This design comes from an exercise in tuning for small area, a short achievable clock period and few clock cycles per item on the open sky130 flow, not from production work. Function was checked by simulation only, so behaviour that the tests miss may differ from the original. Power and IR drop assume default switching activity.

--- flow/config.mk ---
export PLATFORM = sky130hd
export DESIGN_NAME = l1_split_cache
export DESIGN_NICKNAME = l1_split_cache
export VERILOG_FILES = /design/flow/design.v
export SDC_FILE = /design/flow/constraint.sdc
export NUM_CORES = 4
export LEC_CHECK = 0
export CAP_MARGIN = 20
export CORE_MARGIN = 2
export CORE_UTILIZATION = 40
export SLEW_MARGIN = 20
--- flow/constraint.sdc ---
create_clock -name core_clock -period 9.0 [get_ports {clk}]
set_input_delay 1.8000 -clock core_clock [delete_from_list [all_inputs] [get_ports {clk}]]
set_output_delay 1.8000 -clock core_clock [all_outputs]
set_load 0.01 [all_outputs]
--- flow/design.v ---
package cache_pkg;
    parameter int ADDR_W = 32;       
    typedef enum logic [2:0]
    {
        OP_DREAD    = 3'd0,
        OP_DWRITE   = 3'd1,
        OP_IFETCH   = 3'd2,
        OP_SNOOP_INV = 3'd3,
        OP_SNOOP_RD = 3'd4,
        OP_CLEAR    = 3'd5
    } cache_op_e;
    typedef enum logic [1:0]
    {
        ST_I = 2'd0,
        ST_S = 2'd1,
        ST_E = 2'd2,
        ST_M = 2'd3
    } mesi_e;
    typedef enum logic [2:0]
    {
        L2_NONE    = 3'd0,
        L2_READ    = 3'd1,
        L2_RFO     = 3'd2,
        L2_WB_READ = 3'd3,       
        L2_WB_RFO  = 3'd4,
        L2_RETURN  = 3'd5        
    } l2_op_e;
    typedef struct packed {
        cache_op_e          op;
        logic [ADDR_W-1:0]  addr;
    } cache_req_t;
    typedef struct packed {
        cache_op_e  op;
        logic       hit;
        logic [2:0] way;         
        l2_op_e     l2_op;
    } access_resp_t;
    typedef struct packed {
        logic [15:0] d_reads;
        logic [15:0] d_writes;
        logic [15:0] d_hits;
        logic [15:0] d_misses;
        logic [15:0] i_reads;
        logic [15:0] i_hits;
        logic [15:0] i_misses;
    } cache_stats_t;
endpackage
`timescale 1ns/10ps
module trace_decoder
(
    input  logic              clk,
    input  logic              arst_n,
    input  logic              cmd_valid,
    input  logic [3:0]        cmd_code,
    input  logic [cache_pkg::ADDR_W-1:0] cmd_addr,
    output logic              push,
    output cache_pkg::cache_req_t        req,
    output logic              bad_cmd
);
    cache_pkg::cache_op_e op;
    logic      known;
    always_comb
    begin
        known = 1'b1;
        op    = cache_pkg::OP_DREAD;
        case (cmd_code)
            4'd0:    op = cache_pkg::OP_DREAD;
            4'd1:    op = cache_pkg::OP_DWRITE;
            4'd2:    op = cache_pkg::OP_IFETCH;
            4'd3:    op = cache_pkg::OP_SNOOP_INV;
            4'd4:    op = cache_pkg::OP_SNOOP_RD;
            4'd8:    op = cache_pkg::OP_CLEAR;
            default: known = 1'b0;       
        endcase
    end
    always_ff @(posedge clk or negedge arst_n)
    begin
        if (!arst_n)
        begin
            push    <= 1'b0;
            bad_cmd <= 1'b0;
        end
        else
        begin
            push    <= cmd_valid && known;
            bad_cmd <= cmd_valid && !known;
        end
    end
    always_ff @(posedge clk)
    begin
        if (cmd_valid && known)
            req <= {op, cmd_addr};
    end
endmodule
`timescale 1ns/10ps
module cmd_fifo
#(
    parameter int FIFO_DEPTH = 4
)
(
    input  logic       clk,
    input  logic       arst_n,
    input  logic       push,
    input  cache_pkg::cache_req_t push_req,
    input  logic       pop,
    output cache_pkg::cache_req_t head,
    output logic       not_empty,
    output logic       busy
);
    localparam int PTR_W = (FIFO_DEPTH > 1) ? $clog2(FIFO_DEPTH) : 1;
    localparam int CNT_W = $clog2(FIFO_DEPTH + 1);
    logic [cache_pkg::ADDR_W+2:0] mem [FIFO_DEPTH];    
    logic [PTR_W-1:0] wr_ptr;
    logic [PTR_W-1:0] rd_ptr;
    logic [CNT_W-1:0] count;
    logic [CNT_W-1:0] count_nxt;
    logic             do_push;
    logic             do_pop;
    function automatic logic [PTR_W-1:0] next_ptr(input logic [PTR_W-1:0] p);
        next_ptr = (p == PTR_W'(FIFO_DEPTH - 1)) ? '0 : p + 1'b1;
    endfunction
    assign do_push   = push && (count != CNT_W'(FIFO_DEPTH));     
    assign do_pop    = pop && (count != '0);
    assign head      = mem[rd_ptr];
    assign not_empty = (count != '0);
    assign count_nxt = count + CNT_W'(do_push) - CNT_W'(do_pop);
    always_ff @(posedge clk or negedge arst_n)
    begin
        if (!arst_n)
        begin
            wr_ptr <= '0;
            rd_ptr <= '0;
            count  <= '0;
            busy   <= 1'b0;
        end
        else
        begin
            if (do_push)
                wr_ptr <= next_ptr(wr_ptr);
            if (do_pop)
                rd_ptr <= next_ptr(rd_ptr);
            count <= count_nxt;
            busy  <= (count_nxt >= CNT_W'(FIFO_DEPTH - 1));    
        end
    end
    always_ff @(posedge clk)
    begin
        if (do_push)
            mem[wr_ptr] <= push_req;
    end
endmodule
`timescale 1ns/10ps
module set_lru
#(
    parameter int WAYS    = 8,
    parameter int INDEX_W = 4
)
(
    input  logic                    clk,
    input  logic                    arst_n,
    input  logic [INDEX_W-1:0]      index,
    input  logic                    touch,
    input  logic [$clog2(WAYS)-1:0] touch_way,
    input  logic                    clear,
    output logic [$clog2(WAYS)-1:0] oldest_way
);
    localparam int SETS  = 2 ** INDEX_W;
    localparam int WAY_W = $clog2(WAYS);
    logic [WAY_W-1:0] age [SETS][WAYS];
    logic [WAY_W-1:0] touched_age;
    assign touched_age = age[index][touch_way];
    always_comb
    begin
        oldest_way = '0;
        for (int w = 0; w < WAYS; w++)
        begin
            if (age[index][w] == WAY_W'(WAYS - 1))
                oldest_way = WAY_W'(w);
        end
    end
    always_ff @(posedge clk or negedge arst_n)
    begin
        if (!arst_n)
        begin
            for (int s = 0; s < SETS; s++)
                for (int w = 0; w < WAYS; w++)
                    age[s][w] <= WAY_W'(w);      
        end
        else if (clear)
        begin
            for (int s = 0; s < SETS; s++)
                for (int w = 0; w < WAYS; w++)
                    age[s][w] <= WAY_W'(w);
        end
        else if (touch)
        begin
            for (int w = 0; w < WAYS; w++)
            begin
                if (WAY_W'(w) == touch_way)
                    age[index][w] <= '0;
                else if (age[index][w] < touched_age)
                    age[index][w] <= age[index][w] + 1'b1;    
            end
        end
    end
endmodule
`timescale 1ns/10ps
module cache_stats
(
    input  logic         clk,
    input  logic         arst_n,
    input  logic         count,
    input  cache_pkg::cache_op_e    op,
    input  logic         hit,
    input  logic         clear,
    output cache_pkg::cache_stats_t stats
);
    function automatic logic [15:0] sat_inc(input logic [15:0] v);
        sat_inc = (v == 16'hffff) ? v : v + 16'd1;
    endfunction
    always_ff @(posedge clk or negedge arst_n)
    begin
        if (!arst_n)
            stats <= '0;
        else if (clear)
            stats <= '0;
        else if (count)
        begin
            case (op)
                cache_pkg::OP_DREAD, cache_pkg::OP_DWRITE:
                begin
                    if (op == cache_pkg::OP_DREAD)
                        stats.d_reads <= sat_inc(stats.d_reads);
                    else
                        stats.d_writes <= sat_inc(stats.d_writes);
                    if (hit)
                        stats.d_hits <= sat_inc(stats.d_hits);
                    else
                        stats.d_misses <= sat_inc(stats.d_misses);
                end
                cache_pkg::OP_IFETCH:
                begin
                    stats.i_reads <= sat_inc(stats.i_reads);
                    if (hit)
                        stats.i_hits <= sat_inc(stats.i_hits);
                    else
                        stats.i_misses <= sat_inc(stats.i_misses);
                end
                default: ;
            endcase
        end
    end
endmodule
`timescale 1ns/10ps
module cache_controller
#(
    parameter int OFFSET_W = 6,
    parameter int INDEX_W  = 4,
    parameter int D_WAYS   = 8,
    parameter int I_WAYS   = 4
)
(
    input  logic         clk,
    input  logic         arst_n,
    input  cache_pkg::cache_req_t   head,
    input  logic         not_empty,
    output logic         pop,
    output logic         resp_valid,
    output cache_pkg::access_resp_t resp,
    output cache_pkg::cache_stats_t stats
);
    localparam int SETS    = 2 ** INDEX_W;
    localparam int TAG_W   = cache_pkg::ADDR_W - INDEX_W - OFFSET_W;
    localparam int D_WAY_W = $clog2(D_WAYS);
    localparam int I_WAY_W = $clog2(I_WAYS);
    typedef enum logic [1:0] {IDLE, LOOKUP, UPDATE, CLEAR} ctrl_state_e;
    ctrl_state_e        state;
    cache_pkg::cache_req_t         req_q;
    logic [INDEX_W-1:0] clr_idx;
    logic [TAG_W-1:0]   d_tag [SETS][D_WAYS];
    logic [1:0]         d_st  [SETS][D_WAYS];      
    logic [TAG_W-1:0]   i_tag [SETS][I_WAYS];
    logic [1:0]         i_st  [SETS][I_WAYS];      
    logic [INDEX_W-1:0] idx;
    logic [TAG_W-1:0]   tag;
    logic               d_hit;
    logic               d_free;
    logic               i_hit;
    logic               i_free;
    logic [D_WAY_W-1:0] d_hit_way;
    logic [D_WAY_W-1:0] d_free_way;
    logic [D_WAY_W-1:0] d_oldest;
    logic [D_WAY_W-1:0] d_way;
    logic [I_WAY_W-1:0] i_hit_way;
    logic [I_WAY_W-1:0] i_free_way;
    logic [I_WAY_W-1:0] i_oldest;
    logic [I_WAY_W-1:0] i_way;
    logic [1:0]         d_old;     
    logic [1:0]         d_new;     
    cache_pkg::access_resp_t       lk_resp;
    logic               d_wr;
    logic               d_fill;
    logic               i_fill;
    logic               upd;
    logic               clr_start;
    assign idx        = req_q.addr[OFFSET_W +: INDEX_W];
    assign tag        = req_q.addr[cache_pkg::ADDR_W-1 -: TAG_W];
    assign upd        = (state == UPDATE);
    assign pop        = (state == IDLE) && not_empty;
    assign resp_valid = upd;
    assign clr_start  = (state == CLEAR) && (clr_idx == '0);
    always_comb
    begin
        d_hit      = 1'b0;
        d_free     = 1'b0;
        d_hit_way  = '0;
        d_free_way = '0;
        i_hit      = 1'b0;
        i_free     = 1'b0;
        i_hit_way  = '0;
        i_free_way = '0;
        for (int w = D_WAYS - 1; w >= 0; w--)
        begin
            if (d_st[idx][w] != cache_pkg::ST_I && d_tag[idx][w] == tag)
            begin
                d_hit     = 1'b1;
                d_hit_way = D_WAY_W'(w);
            end
            if (d_st[idx][w] == cache_pkg::ST_I)
            begin
                d_free     = 1'b1;
                d_free_way = D_WAY_W'(w);
            end
        end
        for (int w = I_WAYS - 1; w >= 0; w--)
        begin
            if (i_st[idx][w] != cache_pkg::ST_I && i_tag[idx][w] == tag)
            begin
                i_hit     = 1'b1;
                i_hit_way = I_WAY_W'(w);
            end
            if (i_st[idx][w] == cache_pkg::ST_I)
            begin
                i_free     = 1'b1;
                i_free_way = I_WAY_W'(w);
            end
        end
        d_way = d_hit ? d_hit_way : (d_free ? d_free_way : d_oldest);
        i_way = i_hit ? i_hit_way : (i_free ? i_free_way : i_oldest);
        d_old = d_st[idx][d_way];
    end
    always_comb
    begin
        lk_resp = {req_q.op, 1'b0, 3'd0, cache_pkg::L2_NONE};
        d_new   = d_old;
        d_wr    = 1'b0;
        d_fill  = 1'b0;
        i_fill  = 1'b0;
        case (req_q.op)
            cache_pkg::OP_DREAD, cache_pkg::OP_DWRITE:
            begin
                lk_resp.hit = d_hit;
                lk_resp.way = 3'(d_way);
                d_wr        = 1'b1;
                d_fill      = !d_hit;
                if (req_q.op == cache_pkg::OP_DWRITE)
                begin
                    d_new = cache_pkg::ST_M;
                    if (d_hit)
                        lk_resp.l2_op = (d_old == cache_pkg::ST_S) ? cache_pkg::L2_RFO : cache_pkg::L2_NONE;
                    else
                        lk_resp.l2_op = (d_old == cache_pkg::ST_M) ? cache_pkg::L2_WB_RFO : cache_pkg::L2_RFO;
                end
                else if (!d_hit)
                begin
                    d_new         = cache_pkg::ST_E;
                    lk_resp.l2_op = (d_old == cache_pkg::ST_M) ? cache_pkg::L2_WB_READ : cache_pkg::L2_READ;
                end
            end
            cache_pkg::OP_IFETCH:
            begin
                lk_resp.hit = i_hit;
                lk_resp.way = 3'(i_way);
                i_fill      = !i_hit;
                if (!i_hit)
                    lk_resp.l2_op = cache_pkg::L2_READ;
            end
            cache_pkg::OP_SNOOP_INV, cache_pkg::OP_SNOOP_RD:
            begin
                if (d_hit)
                begin
                    lk_resp.hit   = 1'b1;
                    lk_resp.way   = 3'(d_way);
                    lk_resp.l2_op = (d_old == cache_pkg::ST_M) ? cache_pkg::L2_RETURN : cache_pkg::L2_NONE;
                    d_wr          = 1'b1;
                    if (req_q.op == cache_pkg::OP_SNOOP_INV)
                        d_new = cache_pkg::ST_I;
                    else if (d_old == cache_pkg::ST_M || d_old == cache_pkg::ST_E)
                        d_new = cache_pkg::ST_S;
                end
            end
            default: ;       
        endcase
    end
    always_ff @(posedge clk or negedge arst_n)
    begin
        if (!arst_n)
        begin
            state   <= IDLE;
            clr_idx <= '0;
        end
        else
        begin
            case (state)
                IDLE:
                begin
                    if (not_empty)
                        state <= (head.op == cache_pkg::OP_CLEAR) ? CLEAR : LOOKUP;
                end
                LOOKUP:  state <= UPDATE;
                UPDATE:  state <= IDLE;
                default:
                begin
                    clr_idx <= clr_idx + 1'b1;       
                    if (clr_idx == '1)
                        state <= UPDATE;
                end
            endcase
        end
    end
    always_ff @(posedge clk)
    begin
        if (pop)
            req_q <= head;
        if (pop && head.op == cache_pkg::OP_CLEAR)
            resp <= {cache_pkg::OP_CLEAR, 1'b0, 3'd0, cache_pkg::L2_NONE};
        else if (state == LOOKUP)
            resp <= lk_resp;
        if (upd && d_fill)
            d_tag[idx][d_way] <= tag;
        if (upd && i_fill)
            i_tag[idx][i_way] <= tag;
    end
    always_ff @(posedge clk or negedge arst_n)
    begin
        if (!arst_n)
        begin
            for (int s = 0; s < SETS; s++)
            begin
                for (int w = 0; w < D_WAYS; w++)
                    d_st[s][w] <= cache_pkg::ST_I;
                for (int w = 0; w < I_WAYS; w++)
                    i_st[s][w] <= cache_pkg::ST_I;
            end
        end
        else if (state == CLEAR)
        begin
            for (int w = 0; w < D_WAYS; w++)
                d_st[clr_idx][w] <= cache_pkg::ST_I;
            for (int w = 0; w < I_WAYS; w++)
                i_st[clr_idx][w] <= cache_pkg::ST_I;
        end
        else if (upd)
        begin
            if (d_wr)
                d_st[idx][d_way] <= d_new;
            if (i_fill)
                i_st[idx][i_way] <= cache_pkg::ST_S;
        end
    end
    set_lru #(.WAYS(D_WAYS), .INDEX_W(INDEX_W)) u_d_lru (
        .clk        (clk),
        .arst_n     (arst_n),
        .index      (idx),
        .touch      (upd && (req_q.op == cache_pkg::OP_DREAD || req_q.op == cache_pkg::OP_DWRITE)),
        .touch_way  (d_way),
        .clear      (clr_start),
        .oldest_way (d_oldest)
    );
    set_lru #(.WAYS(I_WAYS), .INDEX_W(INDEX_W)) u_i_lru (
        .clk        (clk),
        .arst_n     (arst_n),
        .index      (idx),
        .touch      (upd && (req_q.op == cache_pkg::OP_IFETCH)),
        .touch_way  (i_way),
        .clear      (clr_start),
        .oldest_way (i_oldest)
    );
    cache_stats u_stats (
        .clk    (clk),
        .arst_n (arst_n),
        .count  (upd),
        .op     (req_q.op),
        .hit    (lk_resp.hit),
        .clear  (clr_start),
        .stats  (stats)
    );
endmodule
`timescale 1ns/10ps
module l1_split_cache
#(
    parameter int OFFSET_W   = 6,    
    parameter int INDEX_W    = 4,
    parameter int D_WAYS     = 8,
    parameter int I_WAYS     = 4,
    parameter int FIFO_DEPTH = 4
)
(
    input  logic              clk,
    input  logic              arst_n,
    input  logic              cmd_valid,
    input  logic [3:0]        cmd_code,
    input  logic [cache_pkg::ADDR_W-1:0] cmd_addr,
    output logic              busy,
    output logic              bad_cmd,
    output logic              resp_valid,
    output logic [9:0]        resp,      
    output logic [111:0]      stats      
);
    cache_pkg::access_resp_t resp_s;
    cache_pkg::cache_stats_t stats_s;
    assign resp  = resp_s;
    assign stats = stats_s;
    logic       push;
    cache_pkg::cache_req_t push_req;
    cache_pkg::cache_req_t head;
    logic       not_empty;
    logic       pop;
    trace_decoder u_decoder (
        .clk       (clk),
        .arst_n    (arst_n),
        .cmd_valid (cmd_valid),
        .cmd_code  (cmd_code),
        .cmd_addr  (cmd_addr),
        .push      (push),
        .req       (push_req),
        .bad_cmd   (bad_cmd)
    );
    cmd_fifo #(.FIFO_DEPTH(FIFO_DEPTH)) u_fifo (
        .clk       (clk),
        .arst_n    (arst_n),
        .push      (push),
        .push_req  (push_req),
        .pop       (pop),
        .head      (head),
        .not_empty (not_empty),
        .busy      (busy)
    );
    cache_controller #(
        .OFFSET_W (OFFSET_W),
        .INDEX_W  (INDEX_W),
        .D_WAYS   (D_WAYS),
        .I_WAYS   (I_WAYS)
    ) u_ctrl (
        .clk        (clk),
        .arst_n     (arst_n),
        .head       (head),
        .not_empty  (not_empty),
        .pop        (pop),
        .resp_valid (resp_valid),
        .resp       (resp_s),
        .stats      (stats_s)
    );
endmodule
--- flow/run.sh ---
#!/bin/bash
# synth_recipe.tcl (not shown) runs the flow's synth.tcl, then flattens the netlist and writes it again
# the make line also repeats each setting of config.mk as NAME=value (left out here)
make -C /OpenROAD-flow-scripts/flow DESIGN_CONFIG=/design/flow/config.mk WORK_HOME=/design/flow/orfs CLKGATE_MAP_FILE= SYNTH_SCRIPT=/design/flow/synth_recipe.tcl finish
==> results.toml <==
[outcome]
status = "finished clean"

[timing]
report.final.slew_viol_count = 0
fin_crit_ps = 8832
finalSetupViolCount = 0
worst_clock_skew_ps = 59.91
worst_slack_ps = 167.6
fmax_mhz = 113.2
tightest_slew_ps = 1233
fin_setup_tns_ps = 0
rsz0062_at_grt = "false"
fin_crit_sh = 0.9814
max-slew-margin-rel = 0.1782
finalHoldViolCount = 0

[setup_path]
required_ps = 9990
cp-end-kind = "flip-flop"
regToRegStartpoint = "u_ctrl.req_q[9]"
reg2reg_slack_ps = 170
startpoint_type = "flip-flop"
worstSetupPathType = "flip-flop to flip-flop"
path_common_cell = "buf_4"
path_delay_family = "compound AO/OA/AOI/OAI gates"
path_buf_inv = 7
r2r_cells = 26
critPathArrivalTime_ps = 9830
path_max_fanout = 24
slowest_delay_ps = 870
timing.rr.end = "u_ctrl.u_d_lru.age[122][1]"
crit_path_top_delay_cell = "edfxtp_1"

[cts]
cts.clk_slew.worst_paths_ps = 60
cts_tree = "done"
numCtsBuffers = 562
htree_num_levels = 6
ctsHoldBuffers = 0
cts_sinks = 5372
clk_path_buf_depth = 4
root_buffer = "clkbuf_16"
clock_latency_ps = 1110

[worst_hold_path]
whs_endpoint = "u_ctrl.resp[8]"
hp-start = "u_ctrl.resp[8]"
worstHoldPathCells = 2
hp-class = "flip-flop to flip-flop"

[route]
ant_nets = 0
drc = 0
wl_mm = 701.7
wl_per_cell_um = 32.26
first_pass_iters = 12
routed-via-count = 132000
viasPerCell = 6.070
dr.first_iter.drc_count = 17850

[layout]
drive_gt1_frac = 0.2495
final_cell_mix = "4398 x edfxtp_1, 975 x mux4_2, 761 x nand2_1, 735 x buf_4, 703 x dfrtp_1"
syn2layout_area_growth_pct = 14.87
fillers = 47400
nets = 13930
final_common_cell = "edfxtp_1"

[power_and_ir_drop]
leakage_nw = 86.90
ir_drop_v = 0.0004665
clockPowerShare = 0.251
power.density_nw_per_um2 = 351.3
p_int_mw = 55.77
total_power_mw = 90.11
sw_frac_of_total = 0.3811
switchingPower_mw = 34.34
seq_power_share = 0.360
p_comb_frac = 0.390

[die]
die_area_um2 = 564300
die_y_um = 751.2
start_util = 0.4014
fp-row-count = 274
boundaryPins = 164
die_x_um = 751.2
core_um2 = 556400

[placed_design]
placement.io_buffers = 157
hpwl_mm = 426.5
globalplace.congestion = 0.9763
pre_cts_ws_ps = 289.5

[logic_synthesis]
netlist_area_um2 = 223300
synth-seq-cells = 5372
ys_types = 128
avgSynthCellArea_um2 = 17.04
synth_edf_count = 4398
async_flop_share = 0.1787
synthCells = 13100
ys_seq_area_frac = 0.7016
synth_nets = 13190
yosys_warnings = 10
ys.flop_type = "edfxtp_1"

[grt]
grt_use_total = 0.2426
grt_max_degree = 176
grt_overflow_total = 0
grt_pass1_vias = 128500
grt_antenna_before_repair = 36
grt_pass1_wl_mm = 986.5

[run]
drv_cap = 0
-- cells by family after synthesis --
family / Yosys count / share of synthesized area
AOI/OAI and AO/OA: 2089 / 0.06772
xor gates and xnor gates: 387 / 0.01518
adders and majority gates: 50 / 0.002829
and+or+nand+nor: 2343 / 0.04907
buffers and inverters: 982 / 0.02261
DFF: 5372 / 0.7016
muxes: 1879 / 0.1410
-- power groups by stage --
stage | sequential, mW | combinational, mW | clock (mW)
2_1_floorplan | 34.0 | 19.8 | 0
3_3_place_gp | 32.8 | 34.2 | 0
3_5_place_dp | 32.8 | 34.5 | 0
4_1_cts | 32.4 | 34.6 | 22.9
5_1_grt | 32.5 | 36.6 | 23.9
6_report | 32.4 | 35.1 | 22.6
-- synth_stat cells, types with 214 or more instances --
cell / n / area share
mux2_2: 288 / 0.015
o21ai_0: 399 / 0.0089
dfrtp_1: 704 / 0.079
a22oi_1: 305 / 0.010
mux2i_1: 562 / 0.025
edfxtp_1: 4398 / 0.59
nand2_1: 782 / 0.013
xnor2_1: 275 / 0.011
mux4_2: 975 / 0.098
dfstp_2: 256 / 0.030
clkbuf_1: 372 / 0.0063
a21oi_1: 214 / 0.0048
nor2_1: 731 / 0.012
-- worst max path at each step --
stage,startpoint,endpoint,cells after the start
floorplan,u_ctrl.req_q[14],u_ctrl.u_d_lru.age[104][0],27
global placement,u_ctrl.req_q[9],u_ctrl.u_d_lru.age[112][0],24
detailed placement,u_ctrl.req_q[9],u_ctrl.d_st[7][1],25
CTS,u_ctrl.req_q[9],u_ctrl.d_st[7][1],25
global route,u_ctrl.req_q[9],u_ctrl.u_d_lru.age[123][2],25
finish,u_ctrl.req_q[9],u_ctrl.u_d_lru.age[122][1],26
-- registers in the layout, summed over array words and instances (netlist names), 2 cells and up, named ones only --
register / flops
u_ctrl.clr_idx: 4
u_ctrl.d_st: 256
u_ctrl.d_tag: 2816
u_ctrl.i_st: 64
u_ctrl.i_tag: 1408
u_ctrl.req_q: 29
u_ctrl.resp: 10
u_ctrl.state: 2
u_ctrl.u_d_lru.age: 384
u_ctrl.u_i_lru.age: 128
u_ctrl.u_stats.stats: 112
u_decoder.req: 29
u_fifo.count: 3
u_fifo.mem: 116
u_fifo.rd_ptr: 2
u_fifo.wr_ptr: 2
-- metal layers --
layer / GRT usage / share of wire
met1: 0.3465 / 0.41
met5: 0 / 0.00011
met4: 0.09007 / 0.042
met3: 0.04578 / 0.093
met2: 0.3713 / 0.45
-- worst min-delay path, stage by stage (launching register included) --
cell and delay (ps):
dfxtp_1 310, nand2_1 50, a21oi_1 60
-- layout make-up --
cell class | instances | area [um^2] | share of cell area
Timing Repair Buffer | 1000 | 9258 | 0.03609
Clock inverter | 259 | 2505 | 0.009764
Multi-Input combinational cell | 6748 | 62940 | 0.2453
Sequential cell | 5372 | 156700 | 0.6109
Tap cell | 7452 | 9324 | 0.03635
Clock buffer | 753 | 15170 | 0.05914
Inverter | 157 | 600.6 | 0.002341
Antenna cell | 14 | 35.03 | 0.0001366
-- per-stage QoR --
| stage | utilization | area [um^2] | std cells | hold WS, ps |
|---|---|---|---|---|
| 3_5_place_dp | 0.4291 | 238700 | 20720 | 452.1 |
| 2_1_floorplan | - | 223300 | 13100 | 435.4 |
| 5_1_grt | 0.4610 | 256500 | 21740 | 475.0 |
| 4_1_cts | 0.4609 | 256400 | 21740 | 464.0 |
| 6_report | 0.4611 | 256500 | 21760 | 462.9 |
| 3_3_place_gp | 0.4289 | 238600 | 20720 | 449.9 |
-- repair_timing --
action / in CTS / in global routing
gates resized for setup: 0 / 0
buffers inserted: 0 / 4
endpoints found under the setup margin: 0 / 72
endpoints found under the hold margin: 0 / 0
Testbench counts, summed over its fixed seeds: cycles 145,186, items 48,000.

afterwards: timing with drivers on the ports:
No port has a modelled driver above. Below, the same layout with a new extraction and two added sets of constraints. Step 1 (the two cells are an assumption about what drives the block):
set clk [get_ports {clk}]
set_driving_cell -lib_cell sky130_fd_sc_hd__clkbuf_16 $clk
set_driving_cell -lib_cell sky130_fd_sc_hd__buf_2 [delete_from_list [all_inputs] $clk]
Step 2 times the ports against the registers' clock, not the clock port: input delays grow and output delays shrink by t, the midpoint of the rising clock arrivals with the driver on. Slacks: ideal / step 1 / step 2; pairs: ideal / step 1.
shift t [ns]: 1.196
setup WS [ns]: 0.168 / 0.168 / 0.168
pins driven straight from the clock port: 1
After both steps this run still meets setup and hold. For this run, drivers alone change the setup slack by 0.000 ns; drivers and shift together by 0.000 ns.
